From an optimization exercise on the open Yosys and OpenROAD flow, aimed at small area; shortcuts taken in it are not production practice.
Only simulation tests tie the RTL to the original design; equivalence was not proved.
Power is estimated from default activity; no workload was simulated.

==> inputs of 12-22 <==
==> flow/design.v <==
module rv_multicycle_core #(
  parameter logic [31:0] RESET_PC = 32'h0000_0000,
  parameter int unsigned ADDR_W   = 32
) (
  input  logic              clk,
  input  logic              rst,
  input  logic              run,
  input  logic              step,
  output logic [ADDR_W-1:0] mem_addr,
  output logic              mem_re,
  output logic              mem_we,
  output logic [31:0]       mem_wdata,
  input  logic [31:0]       mem_rdata,
  input  logic              mem_ready,
  input  logic [4:0]        dbg_sel,
  output logic [31:0]       dbg_data,
  output logic [31:0]       pc_dbg,
  output logic [31:0]       instr_dbg,
  output logic [2:0]        state_dbg,
  output logic              retire,
  output logic              halted
);
  localparam logic [2:0] StFetch  = 3'd0;
  localparam logic [2:0] StDecode = 3'd1;
  localparam logic [2:0] StExec   = 3'd2;
  localparam logic [2:0] StMem    = 3'd3;
  localparam logic [2:0] StWb     = 3'd4;
  localparam logic [2:0] StHalt   = 3'd5;
  logic [2:0]  state_q, state_d;
  logic [31:1] pc_q;
  logic [31:0] ir_q, acc_q;
  logic        step_pending_q;
  logic [4:0] rs1, rs2, rd;
  assign rd  = ir_q[11:7];
  assign rs1 = ir_q[19:15];
  assign rs2 = ir_q[24:20];
  logic st_fetch, st_decode, st_exec, st_mem, st_wb;
  assign st_fetch  = (state_q == StFetch);
  assign st_decode = (state_q == StDecode);
  assign st_exec   = (state_q == StExec);
  assign st_mem    = (state_q == StMem);
  assign st_wb     = (state_q == StWb);
  logic [6:0] opcode, funct7;
  logic [2:0] funct3;
  assign opcode = ir_q[6:0];
  assign funct3 = ir_q[14:12];
  assign funct7 = ir_q[31:25];
  logic f3_alu, legal;
  assign f3_alu = (funct3 == 3'b000) || (funct3 == 3'b111) ||
                  (funct3 == 3'b110) || (funct3 == 3'b010);
  always_comb begin
    case (opcode)
      7'b0110011: legal = ((funct7 == 7'b0000000) && f3_alu) ||
                          ((funct7 == 7'b0100000) && (funct3 == 3'b000));
      7'b0010011: legal = f3_alu;
      7'b0000011: legal = (funct3 == 3'b010);
      7'b0100011: legal = (funct3 == 3'b010);
      7'b1100011: legal = (funct3 == 3'b000);
      default:    legal = 1'b0;
    endcase
  end
  logic is_aluop, is_beq, is_lw, is_sw, use_imm, sub;
  assign is_aluop = ir_q[4];                  
  assign is_beq   = ir_q[6];
  assign is_sw    = ~ir_q[4] & ir_q[5] & ~ir_q[6];
  assign is_lw    = ~ir_q[4] & ~ir_q[5];
  assign use_imm  = ~ir_q[5] | is_sw;         
  assign sub      = ir_q[4] ? (ir_q[13] | (ir_q[5] & ir_q[30])) : ir_q[6];
  logic [31:0] imm;
  assign imm = {{21{ir_q[31]}}, ir_q[30:25], ir_q[5] ? ir_q[11:7] : ir_q[24:20]};
  logic [31:0] ring_q [10][3];
  logic [31:0] r31_q;
  logic [1:0]  phase_q, clr_q;
  logic        pend_q;
  logic [4:0]  pend_rd_q;
  logic        clr;
  assign clr = rst | (clr_q != 2'd0);
  logic [2:0] ph;        
  assign ph = {phase_q == 2'd2, phase_q == 2'd1, phase_q == 2'd0};
  logic [2:0] slot_ok;   
  assign slot_ok = {clr_q == 2'd0, clr_q != 2'd2, 1'b1};
  logic [31:1] pdec;     
  always_comb
    for (int r = 1; r < 32; r++) pdec[r] = pend_q && (pend_rd_q == 5'(r));
  logic [4:0]  rsel;
  logic [31:0] rport;
  always_ff @(posedge clk) rsel <= fetch_done ? mem_rdata[19:15] : rs2;
  function automatic logic [31:0] phys_sel(input logic [4:0] sel);
    logic [31:1] asel;
    logic [31:0] t;
    for (int r = 1; r < 32; r++) asel[r] = (sel == 5'(r)) && !pdec[r];
    for (int k = 0; k < 10; k++)
      for (int s = 0; s < 3; s++) begin
        t[3*k+s] = 1'b0;
        for (int m = 0; m < 3; m++) t[3*k+s] = t[3*k+s] | (asel[3*k+m+1] & ph[(s - m + 3) % 3]);
        t[3*k+s] = t[3*k+s] & slot_ok[s];
      end
    t[30] = asel[31];
    t[31] = pend_q && (sel == pend_rd_q);
    phys_sel = t;
  endfunction
  logic [1023:0] rf_terms;
  always_comb begin
    for (int k = 0; k < 10; k++)
      for (int s = 0; s < 3; s++) rf_terms[32*(3*k+s) +: 32] = ring_q[k][s];
    rf_terms[32*30 +: 32] = r31_q;
    rf_terms[32*31 +: 32] = acc_q;
  end
  logic [31:0] rport_sel, dbg_psel;
  assign rport_sel = phys_sel(rsel);
  assign dbg_psel  = phys_sel(dbg_sel);
  rf_read_port u_rport (.d(rf_terms), .sel(rport_sel), .q(rport));
  rf_read_port u_dport (.d(rf_terms), .sel(dbg_psel), .q(dbg_data));
  logic        wr_act, wr_now;
  logic [4:0]  wr_rd;
  logic [31:1] wdec;
  logic [9:0]  ring_we;
  logic        r31_we;
  assign wr_act = st_wb ? (rd != 5'd0) : pend_q;
  assign wr_rd  = st_wb ? rd : pend_rd_q;
  always_comb begin
    for (int r = 1; r < 32; r++) wdec[r] = wr_act && (wr_rd == 5'(r));
    for (int k = 0; k < 10; k++) begin
      ring_we[k] = 1'b0;
      for (int m = 0; m < 3; m++) ring_we[k] = ring_we[k] | (wdec[3*k+m+1] & ph[(2 - m + 3) % 3]);
    end
    r31_we = wdec[31];
    wr_now = (|ring_we) | r31_we;
  end
  logic [9:0] ring_keep, ring_load;
  logic       r31_keep, r31_load;
  assign ring_keep = ~(ring_we | {10{clr}});
  assign ring_load = ring_we & {10{~clr}};
  assign r31_keep  = ~(r31_we | clr);
  assign r31_load  = r31_we & ~clr;
  logic [31:0] ring_d [10];
  logic [31:0] r31_d;
  for (genvar k = 0; k < 10; k++) begin : g_ring_d
    rf_ao22_w u (.a0(ring_q[k][2]), .b0(ring_keep[k]), .a1(acc_q), .b1(ring_load[k]), .y(ring_d[k]));
  end
  rf_ao22_w u_r31_d (.a0(r31_q), .b0(r31_keep), .a1(acc_q), .b1(r31_load), .y(r31_d));
  always_ff @(posedge clk) begin
    for (int k = 0; k < 10; k++) begin
      ring_q[k][0] <= ring_d[k];
      ring_q[k][1] <= ring_q[k][0];
      ring_q[k][2] <= ring_q[k][1];
    end
    r31_q <= r31_d;
  end
  always_ff @(posedge clk) begin
    if (rst) begin
      phase_q <= 2'd0;
      clr_q   <= 2'd2;
      pend_q  <= 1'b0;
    end else begin
      phase_q <= (phase_q == 2'd2) ? 2'd0 : phase_q + 2'd1;
      if (clr_q != 2'd0) clr_q <= clr_q - 2'd1;
      pend_q <= wr_act && !wr_now;
    end
    if (st_wb) pend_rd_q <= rd;
  end
  logic [31:0] src_b, sum, alu_res;
  logic        slt, eq;
  logic [31:0] bx, prop;
  assign src_b = use_imm ? imm : rport;
  assign bx    = src_b ^ {32{sub}};
  assign prop  = acc_q ^ bx;
  assign sum   = acc_q + bx + {31'b0, sub};
  assign slt   = (acc_q[31] ^ src_b[31]) ? acc_q[31] : sum[31];
  assign eq    = &prop;
  always_comb begin
    if (!is_aluop)           alu_res = sum;
    else if (ir_q[14])       alu_res = ir_q[12] ? (acc_q & src_b) : (acc_q | src_b);
    else if (ir_q[13])       alu_res = {31'b0, slt};
    else                     alu_res = sum;
  end
  logic [12:1] bimm;
  logic [31:1] pc_off, pc_sum;
  assign bimm   = {ir_q[31], ir_q[7], ir_q[30:25], ir_q[11:8]};
  assign pc_off = st_fetch ? 31'd2 : ({{19{bimm[12]}}, bimm} - 31'd2);
  assign pc_sum = pc_q + pc_off;
  logic go, fetch_done;
  assign go         = run | step_pending_q;
  assign fetch_done = st_fetch & go & mem_ready;
  always_comb begin
    state_d = state_q;
    mem_re  = 1'b0;
    mem_we  = 1'b0;
    retire  = 1'b0;
    case (state_q)
      StFetch: begin
        mem_re = go;
        if (go && mem_ready) state_d = StDecode;
      end
      StDecode: state_d = legal ? StExec : StHalt;
      StExec: begin
        if (is_beq) begin
          retire  = 1'b1;
          state_d = StFetch;
        end else if (is_aluop) begin
          state_d = StWb;
        end else begin
          state_d = StMem;
        end
      end
      StMem: begin
        mem_re = is_lw;
        mem_we = ~is_lw;
        if (mem_ready) begin
          retire  = ~is_lw;
          state_d = is_lw ? StWb : StFetch;
        end
      end
      StWb: begin
        retire  = 1'b1;
        state_d = StFetch;
      end
      StHalt:  state_d = StHalt;
      default: state_d = StFetch;
    endcase
  end
  logic pc_ld, pc_keep, pc_load, ir_keep, ir_load;
  assign pc_ld   = fetch_done | (st_exec & is_beq & eq);
  assign pc_keep = ~(pc_ld | rst);
  assign pc_load = pc_ld & ~rst;
  assign ir_keep = ~(fetch_done | rst);
  assign ir_load = fetch_done & ~rst;
  logic [31:1] pc_d;
  logic [31:0] ir_d;
  rf_ao22_w #(31) u_pc_d (.a0(pc_q), .b0(pc_keep), .a1(pc_sum), .b1(pc_load), .y(pc_d));
  rf_ao22_w u_ir_d (.a0(ir_q), .b0(ir_keep), .a1(mem_rdata), .b1(ir_load), .y(ir_d));
  always_ff @(posedge clk) begin
    if (rst) begin
      state_q        <= StFetch;
      step_pending_q <= 1'b0;
    end else begin
      state_q <= state_d;
      if (fetch_done) step_pending_q <= 1'b0;
      else if (step)  step_pending_q <= 1'b1;
    end
    pc_q <= pc_d | (RESET_PC[31:1] & {31{rst}});
    ir_q <= ir_d;
  end
  logic acc_ld_m, acc_keep;
  assign acc_ld_m = st_mem & is_lw & mem_ready;
  assign acc_keep = ~(st_decode | st_exec | acc_ld_m);
  always_ff @(posedge clk)
    acc_q <= (acc_q & {32{acc_keep}}) | (rport & {32{st_decode}}) |
             (alu_res & {32{st_exec}}) | (mem_rdata & {32{acc_ld_m}});
  assign mem_addr  = st_fetch ? {pc_q, 1'b0} : acc_q;
  assign mem_wdata = rport;
  assign pc_dbg    = {pc_q, 1'b0};
  assign instr_dbg = ir_q;
  assign state_dbg = state_q;
  assign halted    = (state_q == StHalt);
endmodule
module rf_read_port (
  input  logic [1023:0] d,      
  input  logic [31:0] sel,
  output logic [31:0] q
);
  for (genvar j = 0; j < 32; j++) begin : g_bit
    logic [10:0] n;
    logic [2:0]  o;
    for (genvar g = 0; g < 10; g++) begin : g_aoi
      rf_aoi222 u (.a0(d[32*(3*g)+j]), .b0(sel[3*g]), .a1(d[32*(3*g+1)+j]), .b1(sel[3*g+1]),
                   .a2(d[32*(3*g+2)+j]), .b2(sel[3*g+2]), .y(n[g]));
    end
    rf_aoi22 u_last (.a0(d[32*(30)+j]), .b0(sel[30]), .a1(d[32*(31)+j]), .b1(sel[31]), .y(n[10]));
    rf_nand4 u_n0 (.a(n[0]), .b(n[1]), .c(n[2]), .d(n[3]), .y(o[0]));
    rf_nand4 u_n1 (.a(n[4]), .b(n[5]), .c(n[6]), .d(n[7]), .y(o[1]));
    rf_nand3 u_n2 (.a(n[8]), .b(n[9]), .c(n[10]), .y(o[2]));
    rf_or3   u_o  (.a(o[0]), .b(o[1]), .c(o[2]), .y(q[j]));
  end
endmodule
module rf_aoi222 (input logic a0, b0, a1, b1, a2, b2, output logic y);
  assign y = ~((a0 & b0) | (a1 & b1) | (a2 & b2));
endmodule
module rf_aoi22 (input logic a0, b0, a1, b1, output logic y);
  assign y = ~((a0 & b0) | (a1 & b1));
endmodule
module rf_nand4 (input logic a, b, c, d, output logic y);
  assign y = ~(a & b & c & d);
endmodule
module rf_nand3 (input logic a, b, c, output logic y);
  assign y = ~(a & b & c);
endmodule
module rf_or3 (input logic a, b, c, output logic y);
  assign y = a | b | c;
endmodule
module rf_ao22_w #(
  parameter int W = 32
) (
  input  logic [W-1:0] a0,
  input  logic         b0,
  input  logic [W-1:0] a1,
  input  logic         b1,
  output logic [W-1:0] y
);
  for (genvar j = 0; j < W; j++) begin : g_bit
    rf_ao22 u (.a0(a0[j]), .b0(b0), .a1(a1[j]), .b1(b1), .y(y[j]));
  end
endmodule
module rf_ao22 (input logic a0, b0, a1, b1, output logic y);
  assign y = (a0 & b0) | (a1 & b1);
endmodule
==> flow/flow/run.sh <==
#!/bin/bash
# Own flow: the standard layout, except that synthesis maps the
# combinational logic with an area-oriented ABC script (registers are mapped
# by the unchanged ORFS synthesis before ABC runs) and the port buffers use
# the smallest buffer cell.
set -euo pipefail
HERE=$(pwd)
export AREA_ABC_SCRIPT=$HERE/flow/area.abc
export BUFFER_PORTS_ARGS="-buffer_cell sky130_fd_sc_hd__buf_1"
# Synthesis: the make command of standard.sh with our synthesis script.
MAKECMD=$(grep '^make ' standard.sh | sed 's/ "\${@:-finish}"$//')
MAKECMD=${MAKECMD/SYNTH_SCRIPT=$HERE\/synth_recipe.tcl/SYNTH_SCRIPT=$HERE\/flow\/area_synth.tcl}
echo "$MAKECMD synth" > synth_cmd.log
eval "$MAKECMD synth" > synth.log 2>&1
# Everything after synthesis: the standard flow.
bash standard.sh > standard.log 2>&1
==> flow/flow/area.abc <==
&get -n
&st
&dch -f
&nf -a
&put
topo
stime -c
==> flow/flow/area_synth.tcl <==
# synth_recipe.tcl with a different ABC script for the combinational mapping:
# ORFS synth.tcl is read and run unchanged except for the abc call.
proc synth {args} { yosys synth -nofsm -noshare {*}$args }
set f [open $::env(SCRIPTS_DIR)/synth.tcl]
set txt [read $f]
close $f
set n [string first {log_cmd abc {*}$abc_args} $txt]
if { $n < 0 } { error "abc call not found in synth.tcl" }
set txt [string map [list {log_cmd abc {*}$abc_args} {set abc_args [lreplace $abc_args 1 1 $::env(AREA_ABC_SCRIPT)]; log_cmd abc {*}$abc_args}] $txt]
eval $txt
# left out here: clear keep_hierarchy, flatten, clean up, hide names made inside functions, write 1_2_yosys.v
==> flow/standard.sh <==
#!/bin/bash
# synth_recipe.tcl (not shown) runs the flow's synth.tcl, then flattens the netlist and writes it again
# the make line also repeats each setting of config.mk as NAME=value (left out here)
make -C /OpenROAD-flow-scripts/flow DESIGN_CONFIG=/design/flow/config.mk WORK_HOME=/design/flow/orfs CLKGATE_MAP_FILE= SYNTH_SCRIPT=/design/flow/synth_recipe.tcl "${@:-finish}"
==> flow/config.mk <==
export PLATFORM = sky130hd
export DESIGN_NAME = rv_multicycle_core
export DESIGN_NICKNAME = rv_multicycle_core
export VERILOG_FILES = /design/flow/design.v
export SDC_FILE = /design/flow/constraint.sdc
export NUM_CORES = 4
export LEC_CHECK = 0
export CAP_MARGIN = 20
export CORE_MARGIN = 2
export CORE_UTILIZATION = 40
export CTS_BUF_LIST = sky130_fd_sc_hd__clkbuf_8
export CTS_CLUSTER_DIAMETER = 100
export CTS_CLUSTER_SIZE = 12
export SLEW_MARGIN = 20
export SYNTH_HIERARCHICAL = 1
==> flow/constraint.sdc <==
create_clock -name core_clock -period 10.0 [get_ports {clk}]
set_input_delay 2.0000 -clock core_clock [delete_from_list [all_inputs] [get_ports {clk}]]
set_output_delay 2.0000 -clock core_clock [all_outputs]
set_load 0.01 [all_outputs]
==> inputs of 11-27, as changes to 12-22 <==
--- a/flow/design.v
+++ b/flow/design.v
@@ -85,5 +85,8 @@
   logic [4:0]  rsel;
   logic [31:0] rport;
-  always_ff @(posedge clk) rsel <= fetch_done ? mem_rdata[19:15] : rs2;
+  logic imm_sel;
+  assign imm_sel = st_exec & use_imm;
+  always_ff @(posedge clk)
+    rsel <= fetch_done ? mem_rdata[19:15] : (st_decode & use_imm) ? 5'd0 : rs2;
   function automatic logic [31:0] phys_sel(input logic [4:0] sel);
     logic [31:1] asel;
@@ -110,6 +113,8 @@
   assign rport_sel = phys_sel(rsel);
   assign dbg_psel  = phys_sel(dbg_sel);
-  rf_read_port u_rport (.d(rf_terms), .sel(rport_sel), .q(rport));
-  rf_read_port u_dport (.d(rf_terms), .sel(dbg_psel), .q(dbg_data));
+  rf_read_port #(.IMM(1)) u_rport (.d(rf_terms), .sel(rport_sel), .imm(imm), .imm_sel(imm_sel),
+                                   .q(rport));
+  rf_read_port #(.IMM(0)) u_dport (.d(rf_terms), .sel(dbg_psel), .imm(32'b0), .imm_sel(1'b0),
+                                   .q(dbg_data));
   logic        wr_act, wr_now;
   logic [4:0]  wr_rd;
@@ -163,5 +168,5 @@
   logic        slt, eq;
   logic [31:0] bx, prop;
-  assign src_b = use_imm ? imm : rport;
+  assign src_b = rport;
   assign bx    = src_b ^ {32{sub}};
   assign prop  = acc_q ^ bx;
@@ -255,7 +260,11 @@
   assign halted    = (state_q == StHalt);
 endmodule
-module rf_read_port (
+module rf_read_port #(
+  parameter bit IMM = 0         
+) (
   input  logic [1023:0] d,      
   input  logic [31:0] sel,
+  input  logic [31:0] imm,
+  input  logic        imm_sel,
   output logic [31:0] q
 );
@@ -267,5 +276,10 @@
                    .a2(d[32*(3*g+2)+j]), .b2(sel[3*g+2]), .y(n[g]));
     end
-    rf_aoi22 u_last (.a0(d[32*(30)+j]), .b0(sel[30]), .a1(d[32*(31)+j]), .b1(sel[31]), .y(n[10]));
+    if (IMM) begin : g_imm
+      rf_aoi222 u_last (.a0(d[32*(30)+j]), .b0(sel[30]), .a1(d[32*(31)+j]), .b1(sel[31]),
+                        .a2(imm[j]), .b2(imm_sel), .y(n[10]));
+    end else begin : g_noimm
+      rf_aoi22 u_last (.a0(d[32*(30)+j]), .b0(sel[30]), .a1(d[32*(31)+j]), .b1(sel[31]), .y(n[10]));
+    end
     rf_nand4 u_n0 (.a(n[0]), .b(n[1]), .c(n[2]), .d(n[3]), .y(o[0]));
     rf_nand4 u_n1 (.a(n[4]), .b(n[5]), .c(n[6]), .d(n[7]), .y(o[1]));
==> flow/flow/area.abc (replaced) <==
&get -n
&st
&dch -f
&nf -a
&put
mfs2 -a
&get -n
&st
&dch -f
&nf -a
&put
mfs2 -a
&get -n
&st
&dch -f
&nf -a
&put
topo
stime -c
CORE_UTILIZATION = 55   (was 40)
==> inputs of 11-17, as changes to 12-22 <==
--- a/flow/design.v
+++ b/flow/design.v
@@ -85,5 +85,8 @@
   logic [4:0]  rsel;
   logic [31:0] rport;
-  always_ff @(posedge clk) rsel <= fetch_done ? mem_rdata[19:15] : rs2;
+  logic imm_sel;
+  assign imm_sel = st_exec & use_imm;
+  always_ff @(posedge clk)
+    rsel <= fetch_done ? mem_rdata[19:15] : (st_decode & use_imm) ? 5'd0 : rs2;
   function automatic logic [31:0] phys_sel(input logic [4:0] sel);
     logic [31:1] asel;
@@ -110,6 +113,8 @@
   assign rport_sel = phys_sel(rsel);
   assign dbg_psel  = phys_sel(dbg_sel);
-  rf_read_port u_rport (.d(rf_terms), .sel(rport_sel), .q(rport));
-  rf_read_port u_dport (.d(rf_terms), .sel(dbg_psel), .q(dbg_data));
+  rf_read_port #(.IMM(1)) u_rport (.d(rf_terms), .sel(rport_sel), .imm(imm), .imm_sel(imm_sel),
+                                   .q(rport));
+  rf_read_port #(.IMM(0)) u_dport (.d(rf_terms), .sel(dbg_psel), .imm(32'b0), .imm_sel(1'b0),
+                                   .q(dbg_data));
   logic        wr_act, wr_now;
   logic [4:0]  wr_rd;
@@ -163,5 +168,5 @@
   logic        slt, eq;
   logic [31:0] bx, prop;
-  assign src_b = use_imm ? imm : rport;
+  assign src_b = rport;
   assign bx    = src_b ^ {32{sub}};
   assign prop  = acc_q ^ bx;
@@ -255,7 +260,11 @@
   assign halted    = (state_q == StHalt);
 endmodule
-module rf_read_port (
+module rf_read_port #(
+  parameter bit IMM = 0         
+) (
   input  logic [1023:0] d,      
   input  logic [31:0] sel,
+  input  logic [31:0] imm,
+  input  logic        imm_sel,
   output logic [31:0] q
 );
@@ -267,5 +276,10 @@
                    .a2(d[32*(3*g+2)+j]), .b2(sel[3*g+2]), .y(n[g]));
     end
-    rf_aoi22 u_last (.a0(d[32*(30)+j]), .b0(sel[30]), .a1(d[32*(31)+j]), .b1(sel[31]), .y(n[10]));
+    if (IMM) begin : g_imm
+      rf_aoi222 u_last (.a0(d[32*(30)+j]), .b0(sel[30]), .a1(d[32*(31)+j]), .b1(sel[31]),
+                        .a2(imm[j]), .b2(imm_sel), .y(n[10]));
+    end else begin : g_noimm
+      rf_aoi22 u_last (.a0(d[32*(30)+j]), .b0(sel[30]), .a1(d[32*(31)+j]), .b1(sel[31]), .y(n[10]));
+    end
     rf_nand4 u_n0 (.a(n[0]), .b(n[1]), .c(n[2]), .d(n[3]), .y(o[0]));
     rf_nand4 u_n1 (.a(n[4]), .b(n[5]), .c(n[6]), .d(n[7]), .y(o[1]));
--- a/flow/flow/run.sh
+++ b/flow/flow/run.sh
@@ -3,9 +3,10 @@
 # combinational logic with an area-oriented ABC script (registers are mapped
 # by the unchanged ORFS synthesis before ABC runs) and the port buffers use
-# the smallest buffer cell.
+# the smallest buffer cell, and the clock tree uses no dummy loads.
 set -euo pipefail
 HERE=$(pwd)
 export AREA_ABC_SCRIPT=$HERE/flow/area.abc
 export BUFFER_PORTS_ARGS="-buffer_cell sky130_fd_sc_hd__buf_1"
+export CTS_ARGS="-sink_clustering_enable -repair_clock_nets -sink_clustering_size 12 -sink_clustering_max_diameter 100 -buf_list sky130_fd_sc_hd__clkbuf_8 -dont_use_dummy_load"
 # Synthesis: the make command of standard.sh with our synthesis script.
 MAKECMD=$(grep '^make ' standard.sh | sed 's/ "\${@:-finish}"$//')
==> flow/flow/area.abc (replaced) <==
&get -n
&st
&dch -f
&nf -a
&put
mfs2 -a
&get -n
&st
&dch -f
&nf -a
&put
mfs2 -a
&get -n
&st
&dch -f
&nf -a
&put
topo
stime -c
CORE_UTILIZATION = 55   (was 40)
==> qor summary <==
item                                                  11-27           11-17           12-22
Initial Util                                          0.553           0.553           0.403
Post-synth top area share                             0.530           0.530           0.523
Horiz. Die Dim                                       280 um          280 um          329 um
Switching power                                     2770 uW         2730 uW         2560 uW
Final Cycle Share                                     0.807           0.802           0.794
Wirelength, routed                                201000 um       202000 um       201000 um
Worst reg-to-reg path cell count                         25              25              24
Launch instance of the worst min-delay path  ring_q[27][21]  ring_q[27][21]  ring_q[27][23]
Result of the run          no timing/DRC/antenna violations  no timing/DRC/antenna violations  no timing/DRC/antenna violations
Worst Tran Pin Value                                1.33 ns         1.27 ns         1.14 ns
Final HPWL DP                                     119000 um       119000 um       124000 um
Minimum clock period after layout                   8.07 ns         8.02 ns         7.94 ns
Power dissipated in the clock network               2460 uW         2390 uW         2520 uW
Fraction of area in registers                         0.471           0.472           0.459
Worst-case headroom to the max-slew limit             0.111           0.152           0.237
Met3 layer wire length in the routed design        33200 um        33700 um        29900 um
Flop+latch power                                    4590 uW         4590 uW         4510 uW
Multi-input combinational gate total                   2611            2611            2678
Met2 track utilization from global routing            0.683           0.683           0.511
Post-synthesis xor/xnor area fraction                0.0214          0.0214          0.0221
Data required time at the worst endpoint           10.63 ns        10.58 ns        10.69 ns
DR vias/cell                                           8.42            8.45            7.48

-- port drivers added, routing unchanged --
In the flow no input, the clock included, has a driving cell. The finished layouts below were timed again as built, in two steps.
Step 1 sets driving cells, clkbuf_16 on the clock port and buf_2 on the other inputs (assumed; they add their load-dependent delay and slew).
Step 2 also shifts input and output timing later by t, the mid clock arrival at the registers, as if the neighbouring blocks saw the same clock.
Three values: no drivers, after step 1, after step 2; two values: the first two.
| run | t (ns) | setup slack, ns | worst setup path after step 2 | worst register clock-pin slew, ns |
|---|---|---|---|---|
| 12-22 | 0.867 | 2.062 / 2.062 / 2.062 | register to register | 0.10 / 0.10 |
| 11-27 | 0.832 | 1.927 / 1.927 / 1.927 | register to register | 0.10 / 0.10 |
| 11-17 | 0.795 | 1.979 / 1.979 / 1.979 | register to register | 0.10 / 0.10 |
After both steps setup and hold are still met in every run listed.
